This design comes from an exercise in tuning for small area, a short achievable clock period and few clock cycles per item on the open sky130 flow, not from production work. The RTL of this run was laid out without a check of its function. No activity file was given, so power comes from the tool's default toggle rates.

## flow/run.sh

```bash
#!/bin/bash
# synth_recipe.tcl (not shown) runs the flow's synth.tcl, then flattens the netlist and writes it again
# the make line also repeats each setting of config.mk as NAME=value (left out here)
make -C /OpenROAD-flow-scripts/flow DESIGN_CONFIG=/design/flow/config.mk WORK_HOME=/design/flow/orfs CLKGATE_MAP_FILE= SYNTH_SCRIPT=/design/flow/synth_recipe.tcl finish
```

## flow/config.mk

```make
export PLATFORM = sky130hd
export DESIGN_NAME = alu_top
export DESIGN_NICKNAME = alu_top
export VERILOG_FILES = /design/flow/design.v
export SDC_FILE = /design/flow/constraint.sdc
export NUM_CORES = 4
export LEC_CHECK = 0
export ABC_CLOCK_PERIOD_IN_PS = 5000
export CAP_MARGIN = 20
export CORE_MARGIN = 2
export CORE_UTILIZATION = 40
export SETUP_SLACK_MARGIN = 5
export SLEW_MARGIN = 20
export TNS_END_PERCENT = 100
```

## flow/constraint.sdc

```tcl
create_clock -name core_clock -period 11.0 [get_ports {clk}]
set_input_delay 2.2000 -clock core_clock [delete_from_list [all_inputs] [get_ports {clk}]]
set_output_delay 2.2000 -clock core_clock [all_outputs]
set_load 0.01 [all_outputs]
```

## flow/design.v

```verilog
package alu_pkg;
    localparam int opcode_width = 6;   
    localparam int xlen_default = 32;  
    localparam logic [opcode_width-1:0] alu_add    = 6'd0;
    localparam logic [opcode_width-1:0] alu_sub    = 6'd1;
    localparam logic [opcode_width-1:0] alu_slt    = 6'd2;
    localparam logic [opcode_width-1:0] alu_sltu   = 6'd3;
    localparam logic [opcode_width-1:0] alu_xor    = 6'd4;
    localparam logic [opcode_width-1:0] alu_or     = 6'd5;
    localparam logic [opcode_width-1:0] alu_and    = 6'd6;
    localparam logic [opcode_width-1:0] alu_sll    = 6'd7;
    localparam logic [opcode_width-1:0] alu_srl    = 6'd8;
    localparam logic [opcode_width-1:0] alu_sra    = 6'd9;
    localparam logic [opcode_width-1:0] alu_mul    = 6'd10;
    localparam logic [opcode_width-1:0] alu_mulh   = 6'd11;
    localparam logic [opcode_width-1:0] alu_mulhsu = 6'd12;
    localparam logic [opcode_width-1:0] alu_mulhu  = 6'd13;
    localparam logic [opcode_width-1:0] alu_div    = 6'd14;
    localparam logic [opcode_width-1:0] alu_divu   = 6'd15;
    localparam logic [opcode_width-1:0] alu_rem    = 6'd16;
    localparam logic [opcode_width-1:0] alu_remu   = 6'd17;
    localparam logic [opcode_width-1:0] alu_lui    = 6'd18;
    localparam int mul_nb = 5;  
endpackage
`timescale 1ns/1ps
module int_alu (
    input  logic [5:0]  alucode,
    input  logic [31:0] a,
    input  logic [31:0] b,
    input  logic [31:0] sum,       
    input  logic        borrow,    
    input  logic        norm,      
    input  logic [31:0] norm_src,
    input  logic [4:0]  norm_amt,
    output logic [31:0] result,
    output logic [31:0] sh_out
);
    function automatic logic [31:0] rev32(input logic [31:0] v);
        for (int i = 0; i < 32; i++) rev32[i] = v[31-i];
    endfunction
    logic        left, fill, lt;
    logic [31:0] src, rin, rsh;
    logic [4:0]  amt;
    assign left   = norm | (alucode == alu_pkg::alu_sll);
    assign src    = norm ? norm_src : a;
    assign amt    = norm ? norm_amt : b[4:0];
    assign fill   = ~norm & (alucode == alu_pkg::alu_sra) & a[31];
    assign rin    = left ? rev32(src) : src;
    assign rsh    = 32'($signed({fill, rin}) >>> amt);
    assign sh_out = left ? rev32(rsh) : rsh;
    assign lt = (a[31] == b[31]) ? sum[31] : a[31];
    always_comb begin
        case (alucode)
            alu_pkg::alu_slt:  result = {31'd0, lt};
            alu_pkg::alu_sltu: result = {31'd0, borrow};
            alu_pkg::alu_xor:  result = a ^ b;
            alu_pkg::alu_or:   result = a | b;
            alu_pkg::alu_and:  result = a & b;
            alu_pkg::alu_sll,
            alu_pkg::alu_srl,
            alu_pkg::alu_sra:  result = sh_out;
            alu_pkg::alu_lui:  result = b;
            default:           result = sum;  
        endcase
    end
endmodule
`timescale 1ns/1ps
module multiplier #(
    parameter int nb = alu_pkg::mul_nb,
    parameter int sw = 35 + 2 * nb    
) (
    input  logic [32:0]     x,        
    input  logic [33:0]     acc_in,   
    input  logic [2*nb-1:0] y,        
    input  logic            y_prev,   
    output logic [sw-1:0]   sum
);
    logic [2*nb:0] yy;
    assign yy = {y, y_prev};
    logic [sw-1:0] row [nb];
    logic [nb-1:0] neg;
    for (genvar i = 0; i < nb; i++) begin : g_row
        logic one, two;
        logic [33:0] mag;
        logic [sw-1:0] body;
        assign one    = yy[2*i+1] ^ yy[2*i];
        assign two    = (yy[2*i+2] & ~yy[2*i+1] & ~yy[2*i])
                      | (~yy[2*i+2] & yy[2*i+1] & yy[2*i]);
        assign neg[i] = yy[2*i+2];
        assign mag    = one ? {x[32], x} : (two ? {x, 1'b0} : 34'd0);
        assign body   = sw'({{(sw-34){mag[33] ^ neg[i]}}, mag ^ {34{neg[i]}}}) << (2 * i);
        if (i == 0) begin : g_first
            assign row[i] = body;
        end else begin : g_next
            assign row[i] = body | (sw'(neg[i-1]) << (2 * i - 2));
        end
    end
    function automatic logic [2*sw-1:0] csa(input logic [sw-1:0] p,
                                            input logic [sw-1:0] q,
                                            input logic [sw-1:0] r);
        csa = {((p & q) | (p & r) | (q & r)) << 1, p ^ q ^ r};
    endfunction
    logic [sw-1:0] acc, last;
    logic [2*sw-1:0] l1a, l1b, l2, l3, l4;
    assign acc  = {{(sw-34){acc_in[33]}}, acc_in};
    assign last = sw'(neg[nb-1]) << (2 * nb - 2);
    if (nb == 5) begin : g_tree5
        assign l1a = csa(row[0], row[1], row[2]);
        assign l1b = csa(row[3], row[4], acc);
        assign l2  = csa(l1a[sw-1:0], l1a[2*sw-1:sw], l1b[sw-1:0]);
        assign l3  = csa(l2[sw-1:0], l2[2*sw-1:sw], l1b[2*sw-1:sw]);
        assign l4  = csa(l3[sw-1:0], l3[2*sw-1:sw], last);
    end else begin : g_tree4
        assign l1a = csa(row[0], row[1], row[2]);
        assign l1b = csa(row[3], acc, last);
        assign l2  = csa(l1a[sw-1:0], l1a[2*sw-1:sw], l1b[sw-1:0]);
        assign l3  = '0;
        assign l4  = csa(l2[sw-1:0], l2[2*sw-1:sw], l1b[2*sw-1:sw]);
    end
    assign sum = l4[sw-1:0] + l4[2*sw-1:sw];
endmodule
`timescale 1ns/1ps
module clz32 (
    input  logic [31:0] v,
    output logic [5:0]  n
);
    always_comb begin
        n = 6'd32;
        for (int i = 0; i < 32; i++)
            if (v[i]) n = 6'(31 - i);
    end
endmodule
`timescale 1ns/1ps
module alu_top #(
    parameter int xlen = alu_pkg::xlen_default
) (
    input  logic              clk,
    input  logic              reset,
    input  logic              valid,
    input  logic [5:0]        alucode,
    input  logic [xlen-1:0]   a,
    input  logic [xlen-1:0]   b,
    output logic [xlen-1:0]   result,
    output logic              busy
);
    localparam int nb     = alu_pkg::mul_nb;
    localparam int sw     = 35 + 2 * nb;
    localparam int msteps = (34 + 2 * nb - 1) / (2 * nb);  
    localparam int mtail  = 32 - 2 * nb * (msteps - 1);    
    typedef enum logic [2:0] {
        s_idle = 3'd0,  
        s_norm = 3'd1,  
        s_div  = 3'd2,
        s_mul  = 3'd3,
        s_fix  = 3'd4,  
        s_done = 3'd5   
    } state_e;
    state_e      st;
    logic [3:0]  cnt;
    logic [33:0] r;       
    logic [31:0] q;       
    logic [32:0] d;       
    logic        neg;     
    logic        sel_r;   
    logic        y_prev;  
    logic        y_sgn;   
    logic is_mul, is_div, signed_div, is_quot, sa, sb, b_zero, sub, alu_op;
    assign is_mul     = (alucode >= 6'd10) && (alucode <= 6'd13);
    assign is_div     = (alucode >= 6'd14) && (alucode <= 6'd17);
    assign alu_op     = ~is_mul & ~is_div;
    assign signed_div = (alucode == alu_pkg::alu_div) || (alucode == alu_pkg::alu_rem);
    assign is_quot    = (alucode == alu_pkg::alu_div) || (alucode == alu_pkg::alu_divu);
    assign sa         = (alucode == alu_pkg::alu_mulh) || (alucode == alu_pkg::alu_mulhsu);
    assign sb         = (alucode == alu_pkg::alu_mulh);
    assign sub        = (alucode == alu_pkg::alu_sub) || (alucode == alu_pkg::alu_slt)
                     || (alucode == alu_pkg::alu_sltu);
    assign b_zero     = (b == '0);
    logic idle, in_div, in_fix;
    assign idle   = (st == s_idle);
    assign in_div = (st == s_div);
    assign in_fix = (st == s_fix);
    logic [33:0] x1, y1, t1, x2, y2, t2;
    logic        inv1;
    logic        q1, q2;
    logic [31:0] r1;
    always_comb begin
        x1   = '0;
        y1   = {2'b0, q};
        inv1 = 1'b1;
        if (idle) begin
            x1   = alu_op ? {2'b0, a} : '0;
            y1   = {2'b0, alu_op ? b : a};
            inv1 = ~alu_op | sub;
        end else if (in_div) begin
            x1 = {2'b0, r[31:0]};
            y1 = {1'b0, d};
        end
    end
    assign t1 = x1 + (y1 ^ {34{inv1}}) + {33'd0, inv1};
    assign q1 = ~t1[33];
    assign r1 = q1 ? t1[31:0] : r[31:0];
    assign x2 = in_div ? {2'b0, r1} : '0;
    assign y2 = idle ? {2'b0, b} : (in_div ? {2'b0, d[32:1]} : r);
    assign t2 = x2 - y2;
    assign q2 = ~t2[33];
    logic [31:0] alu_res, sh_out;
    logic [5:0]  za, zb, sdiff;
    logic        qzero;
    clz32 u_clz_a (.v(r[31:0]), .n(za));
    clz32 u_clz_b (.v(d[31:0]), .n(zb));
    assign sdiff = zb - za;
    assign qzero = zb < za;
    int_alu u_int_alu (
        .alucode  (alucode),
        .a        (a),
        .b        (b),
        .sum      (t1[31:0]),
        .borrow   (t1[33]),
        .norm     (st == s_norm),
        .norm_src (d[31:0]),
        .norm_amt (sdiff[4:0]),
        .result   (alu_res),
        .sh_out   (sh_out)
    );
    logic          m_last;
    logic [2*nb-1:0] m_y;
    logic [sw-1:0] m_sum;
    assign m_last = (cnt == '0);
    always_comb begin
        m_y = q[2*nb-1:0];
        if (m_last)
            m_y = {{(2*nb-mtail){y_sgn}}, q[mtail-1:0]} | '0;
    end
    multiplier #(.nb(nb), .sw(sw)) u_multiplier (
        .x      (d),
        .acc_in (r),
        .y      (m_y),
        .y_prev (y_prev),
        .sum    (m_sum)
    );
    always_ff @(posedge clk or negedge reset) begin
        if (!reset) begin
            st  <= s_idle;
            cnt <= '0;
        end else begin
            case (st)
                s_idle: if (valid) begin
                    cnt <= 4'(msteps - 1);
                    if (is_mul)
                        st <= s_mul;
                    else if (is_div & ~b_zero)
                        st <= s_norm;
                    else
                        st <= s_done;
                end
                s_norm: begin
                    st  <= qzero ? (neg ? s_fix : s_done) : s_div;
                    cnt <= 4'(sdiff[4:1]);
                end
                s_div: begin
                    if (cnt == '0) st <= neg ? s_fix : s_done;
                    cnt <= cnt - 1'b1;
                end
                s_mul: begin
                    if (cnt == '0) st <= s_done;
                    cnt <= cnt - 1'b1;
                end
                s_fix:   st <= s_done;
                default: st <= s_idle;  
            endcase
        end
    end
    always_ff @(posedge clk) begin
        case (st)
            s_idle: if (valid) begin
                neg    <= is_div & ~b_zero & signed_div
                        & (is_quot ? (a[31] ^ b[31]) : a[31]);
                sel_r  <= (is_mul & (alucode != alu_pkg::alu_mul)) | (is_div & ~is_quot);
                y_prev <= 1'b0;
                y_sgn  <= sb & b[31];
                if (is_mul) begin
                    r <= '0;
                    d <= {sa & a[31], a};
                    q <= b;
                end else if (is_div) begin
                    r <= (signed_div & a[31] & ~b_zero) ? {2'b0, t1[31:0]} : {2'b0, a};
                    d <= (signed_div & b[31]) ? {1'b0, t2[31:0]} : {1'b0, b};
                    q <= b_zero ? '1 : '0;
                end else begin
                    q <= alu_res;
                end
            end
            s_norm: d <= sdiff[0] ? {1'b0, sh_out} : {sh_out, 1'b0};
            s_div: begin
                r <= {2'b0, q2 ? t2[31:0] : r1};
                d <= d >> 2;
                q <= {q[29:0], q1, q2};
            end
            s_mul: begin
                y_prev <= q[2*nb-1];
                if (m_last) begin
                    r <= m_sum[33+mtail:mtail];
                    q <= 32'({m_sum[mtail-1:0], q} >> mtail);
                end else begin
                    r <= m_sum[33+2*nb:2*nb];
                    q <= {m_sum[2*nb-1:0], q[31:2*nb]};
                end
            end
            s_fix: begin
                q <= t1[31:0];
                r <= t2;
            end
            default: ;
        endcase
    end
    assign result = sel_r ? r[31:0] : q;
    assign busy   = valid & (st != s_done);
endmodule
```

==> results.txt <==
==> power by group through the flow <==
stage / Sequential [mW] / Clock, mW / Combinational (mW)
CTS: 1.51 / 0.382 / 62.6
detailed placement: 1.55 / 0 / 59.0
global placement: 1.55 / 0 / 58.9
floorplan: 1.19 / 0 / 46.4
==> per-layer routing <==
| layer | overflow | GRT usage |
|---|---|---|
| met5 | 0 | 0.0005814 |
| met4 | 0 | 0.3963 |
| met2 | 0 | 0.6450 |
| met3 | 0 | 0.1893 |
| met1 | 1 | 0.5656 |
==> how the worst max path moves through the flow <==
stage	cells past startpoint	slack (ps)	end
after floorplan	32	1960	r[6]
after global placement	29	390	r[17]
after detailed placement	29	280	r[17]
after CTS	33	1920	r[6]
==> logic make-up after synthesis <==
kind of cell | synth area share
buffers and inverters | 0.08441
flip-flops | 0.1033
adder cells (fa/ha/maj) | 0.1946
AND/OR/NAND/NOR | 0.1846
AO/OA/AOI/OAI | 0.3136
XOR/XNOR | 0.05397
multiplexers | 0.06547
==> what timing repair did <==
item,CTS
hold endpoints to repair,0
setup buffers,149
pin swaps,151
endpoints found under the setup margin,99
gates cloned,9
resized for setup,346
==> per-stage QoR <==
stage	util	setup WS [ps]	cell area, sq um	total power [mW]	hold slack (ps)
floorplan	-	1957	31900	47.59	500.6
global placement	0.4392	389.0	34530	60.43	530.7
CTS	0.4798	1919	37720	64.51	551.5
detailed placement	0.4392	283.9	34530	60.57	539.1
==> results.cfg <==
[outcome]
status = did not finish
failed_stage = global routing
error = [ERROR GRT-0232] Routing congestion too high. Check the congestion heatmap in the GUI.

[synth]
synthFlopType = edfxtp_1
synthCells = 4470
yosysMostFrequentCell = nand2_1
ys_seq_area_frac = 0.1033
synth_edf_count = 103
yosys-top-cells-area = edfxtp_1, fa_1, ha_1
synth_area_per_cell_sq_um = 7.080
syn_area_sq_um = 31650
synth-seq-cells = 110
synth_common_cells = nand2_1, a21oi_1, nor2_1
syn_nets = 4918
yosys_warnings = 5
netlist-cell-type-count = 100
synth_area_leader_cell = edfxtp_1
synth_top_area_frac = 0.09773
async_flop_share = 0.06364

[clock_tree]
h-tree-depth = 3
ctsHoldBuffers = 0
clk_path_buf_depth = 2
clock_sinks = 110
cts_inserted_buffers = 9
root_buffer = clkbuf_16

[grt]
overflow = 1
grt_use_total = 0.4688
grt_start_max_net_pins = 88

[place]
port_buffers = 105
gp_congestion = 1.075
dp_hpwl_um = 137400
numPlacedInstances = 5450

[floorplanning]
die_h_um = 285.3
initial_core_util = 0.4026
pin_count = 106
die_x_um = 285.3
row_count = 103
